This design comes from an exercise in tuning for small area, a short achievable clock period and few clock cycles per item on the open sky130 flow, not from production work. In this exercise RTL edits were held to simulation tests only and were not proved equivalent to the original. Power figures rest on the tool's default switching activity, not on a simulated workload.

## run A
==> flow/design.v (excerpt) <==
module dualIssueCore (
    input  logic            clk,
    input  logic            arstN,
    input  logic            enable,
    input  logic            issueValid,
    input  isaPkg::word_t   instr1,
    input  isaPkg::word_t   instr2,
    output logic            wbValid1,
    output logic            wbValid2,
    output logic            wbWriteEn1,
    output logic            wbWriteEn2,
    output isaPkg::regIdx_t wbReg1,
    output isaPkg::regIdx_t wbReg2,
    output isaPkg::word_t   wbData1,
    output isaPkg::word_t   wbData2
);
Size in the first run: about 10,000 cells after synthesis, about 1,300 flip-flops, about 100,000 um^2 of cells after synthesis.
==> flow/config.mk <==
export PLATFORM = sky130hd
export DESIGN_NAME = dualIssueCore
export DESIGN_NICKNAME = dualIssueCore
export VERILOG_FILES = /design/flow/design.v
export SDC_FILE = /design/flow/constraint.sdc
export NUM_CORES = 4
export LEC_CHECK = 0
export CAP_MARGIN = 20
export CORE_MARGIN = 2
export CORE_UTILIZATION = 45
export CTS_BUF_LIST = sky130_fd_sc_hd__clkbuf_8
export SETUP_SLACK_MARGIN = 2.5
export SLEW_MARGIN = 20
export BUFFER_PORTS_ARGS = -buffer_cell sky130_fd_sc_hd__buf_4
==> flow/constraint.sdc <==
create_clock -name core_clock -period 6.5 [get_ports {clk}]
set_input_delay 1.3000 -clock core_clock [delete_from_list [all_inputs] [get_ports {clk}]]
set_output_delay 1.3000 -clock core_clock [all_outputs]
set_load 0.01 [all_outputs]
standard.sh (not shown) runs the stock make flow with config.mk's settings and CLKGATE_MAP_FILE= SYNTH_SCRIPT=/design/flow/synth_recipe.tcl, a recipe that flattens the netlist after the stock synthesis.
==> flow/flow/run.sh <==
#!/bin/bash
set -euo pipefail
cat >> config.mk <<'EOC'
export BUFFER_PORTS_ARGS = -buffer_cell sky130_fd_sc_hd__buf_4
EOC
bash standard.sh > standard.log 2>&1
Run A completed end to end with timing, DRC and antenna clean.
Testbench counts of run A, summed over its fixed seeds: cycles 24,016, pairs 24,000.
diff inputs: run A => run B
Settings: CTS_BUF_LIST: sky130_fd_sc_hd__clkbuf_8 -> unset; CORE_UTILIZATION: 45 -> 50.
Findings:
Run A completed; timing, DRC and antenna clean. The final layout from run B, which completed every stage, passed the timing, design-rule and antenna checks at the end of the flow. Relative to run A, detailed-route wire length decreased by 2.1% in run B. The higher largest voltage drop on the vdd net of run B and run A is in run B. The final reports for run B and run A show overall routing resource usage higher in the former. Between run A and run B, non-clock buffer count increased. | fraction of standard cell area in multi-input logic | run A vs run B | ≈ equal |. The lower cell area of run B and run A is in run A. Row worst hold slack: run B higher / run A lower. Cmp run B and run A / clock-cell share of area / lower: run A. Detailed placer's ending HPWL ended up 2.8% lower on run B than on run A. [compare] base=run A new=run B: clock-buffer cell count went down 30%, maximum achievable frequency went down about 1.3%.
Relative to run B, the following input files were edited for run C:
Settings: clearing BUFFER_PORTS_ARGS, which used to be -buffer_cell sky130_fd_sc_hd__buf_4.
==> flow/run.sh (new file) <==
#!/bin/bash
# synth_recipe.tcl (not shown) runs the flow's synth.tcl, then flattens the netlist and writes it again
# the make line also repeats each setting of config.mk as NAME=value (left out here)
make -C /OpenROAD-flow-scripts/flow DESIGN_CONFIG=/design/flow/config.mk WORK_HOME=/design/flow/orfs CLKGATE_MAP_FILE= SYNTH_SCRIPT=/design/flow/synth_recipe.tcl finish
removed: flow/flow/run.sh
removed: flow/standard.sh
Findings:
Taking run B as the reference point, the global placement routability congestion of run C rises by 1.7%.
Compared with run B, in run C data arrival time of the worst path moved up; total power of the final layout moved down; hold slack moved up; utilization moved up.
Run B has a lower global-route usage than run C.
Between run C and run B, the count of filler cells inserted in the layout does not differ in any meaningful way.
Per the comparison of run C with run B, delay of the slowest critical-path stage lost 150 ps; cell area picked up an extra 500 um^2; non-clock buffer instance count of the final layout picked up an extra 8.4%.
[inputs] run D vs run C
Settings: CTS_BUF_LIST: unset -> sky130_fd_sc_hd__clkbuf_8; CORE_UTILIZATION: 50 -> 45.
Run D finished end to end and its layout was clean on timing, DRC and antenna. Run D vs. run C: number of global-route vias before repair went up by about 1.2%, final cell count without fillers went up, count of routing violations after the opening detailed-route iteration now sits lower. Run C → run D: combinational logic power has remained practically unchanged, effective utilization at floorplan has decreased. Compared with run C, in run D number of placed instances, taps included now larger, total wire length comparable, multi-input gate count comparable.

## separate check: timing with driven ports
Ports are ideal in the flow. The routed layouts listed here were re-timed in OpenROAD.
Step 1, drivers: a clkbuf_16 drives clk and a buf_2 each remaining input, both assumed.
Step 2 times the ports against the registers' clock, not the clock port: input delays grow and output delays shrink by t, the midpoint of the rising clock arrivals with the driver on.
Slacks: no drivers / after step 1 / after step 2; pairs: no drivers / after step 1.
run	shift t [ns]	slack for setup (ns)	hold slack, ns	worst slew at a driven data input, ns
run A	1.189	2.316 / 2.393 / 1.204	0.171 / 0.275 / 0.523	0.22
run B	0.954	2.260 / 2.336 / 1.382	0.473 / 0.511 / 0.511	0.20
run C	0.951	2.352 / 2.434 / 1.483	0.506 / 0.506 / 0.506	0.15
run D	1.196	2.119 / 2.144 / 0.949	0.278 / 0.395 / 0.515	0.21
After both steps every run listed still meets setup and hold. The setup slack of run D, which loses most, moves by +0.025 ns with the drivers and by -1.170 ns with both steps.
